This design comes from an exercise in tuning for small area on the open sky130 flow, not from production work.
In this exercise RTL edits were held to simulation tests only and were not proved equivalent to the original.
Power figures rest on the tool's default switching activity, not on a simulated workload.

==> flow/design.v <==
package id_stage_pkg;
  localparam int DW      = 32;
  localparam int REG_CNT = 32;
  localparam int RW      = $clog2(REG_CNT);
  localparam logic [31:0] NOP = 32'h0;
  localparam int OP_LSB = 26;
  localparam int RS_LSB = 21;
  localparam int RT_LSB = 16;
  localparam int RD_LSB = 11;
  localparam logic [5:0] OP_ADD  = 6'b000001;
  localparam logic [5:0] OP_SUB  = 6'b000011;
  localparam logic [5:0] OP_AND  = 6'b000101;
  localparam logic [5:0] OP_OR   = 6'b000110;
  localparam logic [5:0] OP_NOR  = 6'b000111;
  localparam logic [5:0] OP_XOR  = 6'b001000;
  localparam logic [5:0] OP_SLA  = 6'b001001;
  localparam logic [5:0] OP_SLL  = 6'b001010;
  localparam logic [5:0] OP_SRA  = 6'b001011;
  localparam logic [5:0] OP_SRL  = 6'b001100;
  localparam logic [5:0] OP_ADDI = 6'b100000;
  localparam logic [5:0] OP_SUBI = 6'b100001;
  localparam logic [5:0] OP_LD   = 6'b100100;
  localparam logic [5:0] OP_ST   = 6'b100101;
  localparam logic [5:0] OP_BEZ  = 6'b101000;
  localparam logic [5:0] OP_BNE  = 6'b101001;
  localparam logic [5:0] OP_JMP  = 6'b101010;
  localparam logic [3:0] ALU_ADD = 4'b0001;
  localparam logic [3:0] ALU_SUB = 4'b0011;
  typedef struct packed {
    logic [DW-1:0] pc;
    logic [3:0]    alu_cmd;
    logic [DW-1:0] val1;
    logic [DW-1:0] val2;
    logic [DW-1:0] st_val;
    logic [RW-1:0] dest;
    logic          wb_en;
    logic          mem_r;
    logic          mem_w;
  } id_ex_t;
  function automatic logic [DW-1:0] sext16(input logic [15:0] v);
    sext16 = {{(DW-16){v[15]}}, v};
  endfunction
endpackage
module id_stage_reg_file #(
  parameter  int REG_CNT = 32,
  parameter  int DW      = 32,
  localparam int AW      = $clog2(REG_CNT)
) (
  input  logic          clk,
  input  logic          rst,
  input  logic [AW-1:0] ra1,
  input  logic [AW-1:0] ra2,
  output logic [DW-1:0] rd1,
  output logic [DW-1:0] rd2,
  input  logic          we,
  input  logic [AW-1:0] wa,
  input  logic [DW-1:0] wd
);
  logic [REG_CNT-1:1][DW-1:0] regs;
  logic [REG_CNT-1:1]         vld;
  logic [REG_CNT-1:1]         wsel;
  logic [REG_CNT-1:1]         rdv;
  always_comb begin
    for (int i = 1; i < REG_CNT; i++) wsel[i] = we && (wa == AW'(i));
  end
  always_ff @(posedge clk) begin
    for (int i = 1; i < REG_CNT; i++)
      if (wsel[i]) regs[i] <= wd;
  end
  always_ff @(posedge clk or posedge rst) begin
    if (rst) vld <= '0;
    else     vld <= vld | wsel;
  end
  assign rdv = vld & ~wsel;
  id_stage_rd_port #(.REG_CNT(REG_CNT), .DW(DW)) u_rd1 (
    .ra(ra1), .we(we), .wa(wa), .wd(wd), .rdv(rdv), .regs(regs), .rd(rd1)
  );
  id_stage_rd_port #(.REG_CNT(REG_CNT), .DW(DW)) u_rd2 (
    .ra(ra2), .we(we), .wa(wa), .wd(wd), .rdv(rdv), .regs(regs), .rd(rd2)
  );
endmodule
module id_stage_rd_port #(
  parameter  int REG_CNT = 32,
  parameter  int DW      = 32,
  localparam int AW      = $clog2(REG_CNT)
) (
  input  logic [AW-1:0]              ra,
  input  logic                       we,
  input  logic [AW-1:0]              wa,
  input  logic [DW-1:0]              wd,
  input  logic [REG_CNT-1:1]         rdv,
  input  logic [REG_CNT-1:1][DW-1:0] regs,
  output logic [DW-1:0]              rd
);
  logic [REG_CNT-1:0] sel;
  id_stage_rd_dec #(.REG_CNT(REG_CNT)) u_dec (
    .ra(ra), .we(we), .wa(wa), .rdv(rdv), .sel(sel)
  );
  for (genvar b = 0; b < DW; b++) begin : g_bit
    logic [REG_CNT-1:0] src;
    always_comb begin
      src[0] = wd[b];
      for (int i = 1; i < REG_CNT; i++) src[i] = regs[i][b];
    end
    id_stage_ao_n #(.N(REG_CNT)) u_ao (.sel(sel), .src(src), .y(rd[b]));
  end
endmodule
module id_stage_rd_dec #(
  parameter  int REG_CNT = 32,
  localparam int AW      = $clog2(REG_CNT)
) (
  input  logic [AW-1:0]      ra,
  input  logic               we,
  input  logic [AW-1:0]      wa,
  input  logic [REG_CNT-1:1] rdv,
  output logic [REG_CNT-1:0] sel
);
  localparam int LW = 2;
  localparam int HW = AW - LW;
  logic [2**LW-1:0]  lo;
  logic [2**HW-1:0]  hi;
  always_comb begin
    for (int j = 0; j < 2**LW; j++) lo[j] = (ra[LW-1:0] == LW'(j));
    for (int j = 0; j < 2**HW; j++) hi[j] = (ra[AW-1:LW] == HW'(j));
  end
  assign sel[0] = we && (wa == ra) && (ra != '0);
  for (genvar i = 1; i < REG_CNT; i++) begin : g_sel
    id_stage_and3 u_and (.a(lo[i % 2**LW]), .b(hi[i / 2**LW]), .c(rdv[i]), .y(sel[i]));
  end
endmodule
module id_stage_and3 (
  input  logic a,
  input  logic b,
  input  logic c,
  output logic y
);
  assign y = a & b & c;
endmodule
module id_stage_ao_n #(
  parameter int N = 32
) (
  input  logic [N-1:0] sel,
  input  logic [N-1:0] src,
  output logic         y
);
  logic [9:0] n;
  logic [2:0] t;
  for (genvar g = 0; g < 10; g++) begin : g_grp
    id_stage_aoi3 u_aoi (.s(sel[3*g +: 3]), .d(src[3*g +: 3]), .y(n[g]));
  end
  id_stage_nand4 u_t0 (.a(n[3:0]), .y(t[0]));
  id_stage_nand4 u_t1 (.a(n[7:4]), .y(t[1]));
  id_stage_ao_tail u_t2 (.n(n[9:8]), .s(sel[31:30]), .d(src[31:30]), .y(t[2]));
  id_stage_or3 u_or (.a(t), .y(y));
endmodule
module id_stage_nand4 (
  input  logic [3:0] a,
  output logic       y
);
  assign y = ~&a;
endmodule
module id_stage_or3 (
  input  logic [2:0] a,
  output logic       y
);
  assign y = |a;
endmodule
module id_stage_ao_tail (
  input  logic [1:0] n,
  input  logic [1:0] s,
  input  logic [1:0] d,
  output logic       y
);
  assign y = ~&n | |(s & d);
endmodule
module id_stage_aoi3 (
  input  logic [2:0] s,
  input  logic [2:0] d,
  output logic       y
);
  assign y = ~|(s & d);
endmodule
import id_stage_pkg::*;
module id_stage (
  input  logic          clk,
  input  logic          rst,
  input  logic [DW-1:0] pc_in,
  input  logic [DW-1:0] instr_in,
  input  logic          wb_en,
  input  logic [RW-1:0] wb_dest,
  input  logic [DW-1:0] wb_val,
  input  logic          exe_wb_en,
  input  logic [RW-1:0] exe_dest,
  input  logic          mem_wb_en,
  input  logic [RW-1:0] mem_dest,
  output logic          freez,
  output logic          br_taken,
  output logic [DW-1:0] br_addr,
  output logic [DW-1:0] pc_out,
  output logic [3:0]    alu_cmd,
  output logic [DW-1:0] val1,
  output logic [DW-1:0] val2,
  output logic [DW-1:0] st_val,
  output logic [RW-1:0] dest,
  output logic          wb_en_out,
  output logic          mem_r,
  output logic          mem_w
);
  logic [5:0]    op;
  logic [RW-1:0] rs, rt, rd;
  logic [DW-1:0] imm, rv1, rv2;
  logic          is_r, is_ai, is_ld, is_st;
  logic          is_bez, is_bne, is_jmp;
  logic          use1, use2, br_cond;
  logic          haz1, haz2;
  id_stage_pkg::id_ex_t d, q;
  assign op  = instr_in[OP_LSB +: 6];
  assign rs  = instr_in[RS_LSB +: RW];
  assign rt  = instr_in[RT_LSB +: RW];
  assign rd  = instr_in[RD_LSB +: RW];
  assign imm = {{(DW-16){instr_in[15]}}, instr_in[15:0]};
  id_stage_reg_file #(
    .REG_CNT(REG_CNT),
    .DW     (DW)
  ) u_rf (
    .clk(clk),
    .rst(rst),
    .ra1(rs),
    .ra2(rt),
    .rd1(rv1),
    .rd2(rv2),
    .we (wb_en),
    .wa (wb_dest),
    .wd (wb_val)
  );
  always_comb begin
    is_r   = (op == OP_ADD) || (op == OP_SUB) || (op == OP_AND) ||
             (op == OP_OR)  || (op == OP_NOR) || (op == OP_XOR) ||
             (op == OP_SLA) || (op == OP_SLL) || (op == OP_SRA) ||
             (op == OP_SRL);
    is_ai  = (op == OP_ADDI) || (op == OP_SUBI);
    is_ld  = (op == OP_LD);
    is_st  = (op == OP_ST);
    is_bez = (op == OP_BEZ);
    is_bne = (op == OP_BNE);
    is_jmp = (op == OP_JMP);
    d       = '0;
    use1    = 1'b0;
    use2    = 1'b0;
    br_cond = 1'b0;
    unique case (1'b1)
      is_r: begin
        use1      = 1'b1;
        use2      = 1'b1;
        d.alu_cmd = op[3:0];
        d.pc      = pc_in;
        d.val1    = rv1;
        d.val2    = rv2;
        d.dest    = rd;
        d.wb_en   = 1'b1;
      end
      is_ai, is_ld: begin
        use1      = 1'b1;
        d.alu_cmd = (op == OP_SUBI) ? ALU_SUB : ALU_ADD;
        d.pc      = pc_in;
        d.val1    = rv1;
        d.val2    = imm;
        d.dest    = rt;
        d.wb_en   = 1'b1;
        d.mem_r   = is_ld;
      end
      is_st: begin
        use1      = 1'b1;
        use2      = 1'b1;
        d.alu_cmd = ALU_ADD;
        d.pc      = pc_in;
        d.val1    = rv1;
        d.val2    = imm;
        d.st_val  = rv2;
        d.mem_w   = 1'b1;
      end
      is_bez: begin
        use1    = 1'b1;
        br_cond = (rv1 == '0);
      end
      is_bne: begin
        use1    = 1'b1;
        use2    = 1'b1;
        br_cond = (rv1 != rv2);
      end
      is_jmp: br_cond = 1'b1;
      default: ;
    endcase
  end
  assign haz1 = (rs != '0) &&
                ((exe_wb_en && rs == exe_dest) ||
                 (mem_wb_en && rs == mem_dest));
  assign haz2 = (rt != '0) &&
                ((exe_wb_en && rt == exe_dest) ||
                 (mem_wb_en && rt == mem_dest));
  assign freez = (use1 && haz1) || (use2 && haz2);
  assign br_taken = br_cond && !freez;
  assign br_addr  = pc_in + {imm[DW-3:0], 2'b00};
  always_ff @(posedge clk or posedge rst) begin
    if (rst)        q <= '0;
    else if (freez) q <= '0;
    else            q <= d;
  end
  assign pc_out    = q.pc;
  assign alu_cmd   = q.alu_cmd;
  assign val1      = q.val1;
  assign val2      = q.val2;
  assign st_val    = q.st_val;
  assign dest      = q.dest;
  assign wb_en_out = q.wb_en;
  assign mem_r     = q.mem_r;
  assign mem_w     = q.mem_w;
endmodule
Settings: LEC_CHECK=0, CAP_MARGIN=20, CORE_MARGIN=2, CORE_UTILIZATION=40, GPL_TIMING_DRIVEN=0, SETUP_SLACK_MARGIN=0.2, SLEW_MARGIN=20, SYNTH_HIERARCHICAL=1, SYNTH_MINIMUM_KEEP_SIZE=0; clock period 9.0 ns.
standard.sh (not shown) runs the stock make flow with config.mk's settings and CLKGATE_MAP_FILE= SYNTH_SCRIPT=/design/flow/synth_recipe.tcl, a recipe that flattens the netlist after the stock synthesis.
==> flow/flow/run.sh <==
#!/bin/bash
# Layout flow: the standard ORFS flow (standard.sh, which runs the
# standard synthesis unchanged), with these changes to how the layout is
# made:
#  - the port buffers are sky130_fd_sc_hd__buf_1 instead of the cell
#    buffer_ports picks by default (every port still gets its buffer);
#  - clock tree synthesis inserts no dummy loads, and clusters up to 25
#    flip-flops on each clkbuf_16 leaf buffer;
#  - after global routing, gates off the critical paths are sized down
#    (ORFS's power recovery step), and flow/post_grt.tcl then repairs the
#    slew, capacitance and setup limits again.
# The make run's full output goes to flow_make.log in the work folder;
# ORFS's per-step logs are under orfs/logs/.
set -euo pipefail
cd "$(dirname "${BASH_SOURCE[0]}")/.."
bash standard.sh \
  "BUFFER_PORTS_ARGS=-buffer_cell sky130_fd_sc_hd__buf_1" \
  "CTS_ARGS=-sink_clustering_enable -repair_clock_nets -dont_use_dummy_load -buf_list sky130_fd_sc_hd__clkbuf_16 -sink_clustering_size 25 -sink_clustering_max_diameter 100" \
  "RECOVER_POWER=100" \
  "POST_GLOBAL_ROUTE_TCL=$PWD/flow/post_grt.tcl" \
  finish > flow_make.log 2>&1
==> flow/flow/post_grt.tcl <==
# Run at the end of ORFS's global route step, after its power recovery
# (RECOVER_POWER), which sizes gates down without regard to the slew and
# capacitance limits: repair those limits again, then legalise and reroute
# what changed, and repair setup timing.
global_route -start_incremental
repair_design -slew_margin 20 -cap_margin 20 -verbose
detailed_placement
global_route -end_incremental
estimate_parasitics -global_routing
global_route -start_incremental
repair_timing -setup -setup_margin 0.2 -verbose
detailed_placement
global_route -end_incremental
estimate_parasitics -global_routing
Next try:
--- a/flow/design.v
+++ b/flow/design.v
@@ -91,19 +91,22 @@
   input  logic [REG_CNT-1:1]         rdv,
   input  logic [REG_CNT-1:1][DW-1:0] regs,
   output logic [DW-1:0]              rd
 );
-  logic [REG_CNT-1:0] sel;
-  id_stage_rd_dec #(.REG_CNT(REG_CNT)) u_dec (
-    .ra(ra), .we(we), .wa(wa), .rdv(rdv), .sel(sel)
-  );
+  localparam int HB = DW / 2;
+  logic [1:0][REG_CNT-1:0] sel;
+  for (genvar h = 0; h < 2; h++) begin : g_half
+    id_stage_rd_dec #(.REG_CNT(REG_CNT)) u_dec (
+      .ra(ra), .we(we), .wa(wa), .rdv(rdv), .sel(sel[h])
+    );
+  end
   for (genvar b = 0; b < DW; b++) begin : g_bit
     logic [REG_CNT-1:0] src;
     always_comb begin
       src[0] = wd[b];
       for (int i = 1; i < REG_CNT; i++) src[i] = regs[i][b];
     end
-    id_stage_ao_n #(.N(REG_CNT)) u_ao (.sel(sel), .src(src), .y(rd[b]));
+    id_stage_ao_n #(.N(REG_CNT)) u_ao (.sel(sel[b / HB]), .src(src), .y(rd[b]));
   end
 endmodule
 module id_stage_rd_dec #(
   parameter  int REG_CNT = 32,
What happened: Global-route usage is higher by 1.3 points. Wire length is higher by a few percent. Setup slack gets better by 190 ps. Total power is higher slightly. Cell area is lower slightly. Area after synthesis is higher slightly. Maximum frequency is higher by a few percent. Clock-buffer cell count is unchanged. Critical path depth does not change. Die area is higher slightly. Register-to-register slack gets better by 120 ps.

afterwards: timing with drivers on the ports:
How much do the figures lean on ideal ports? The routed layouts below were timed once more, with nothing changed but the port constraints. Step 1 sets driving cells, clkbuf_16 on the clock port and buf_2 on the other inputs (assumed; they add their load-dependent delay and slew). Step 2 also shifts input and output timing later by t, the mid clock arrival at the registers, as if the neighbouring blocks saw the same clock. a / b / c = ideal ports / drivers / drivers and shift; a / b = the first two.
| run | t (ns) | setup WS [ns] | worst setup path after step 2 | clock arrival spread, ns | cell pins on the clock port's net |
|---|---|---|---|---|---|
| the first run | 0.729 | 0.122 / 0.074 / 0.074 | input to output | 0.074 / 0.074 | 1 |
| the second run | 0.764 | 0.311 / 0.168 / 0.168 | input to output | 0.066 / 0.067 | 1 |
After both steps every run listed still meets setup and hold. For the second run, which loses most, drivers alone change the setup slack by -0.143 ns; drivers and shift together by -0.143 ns.
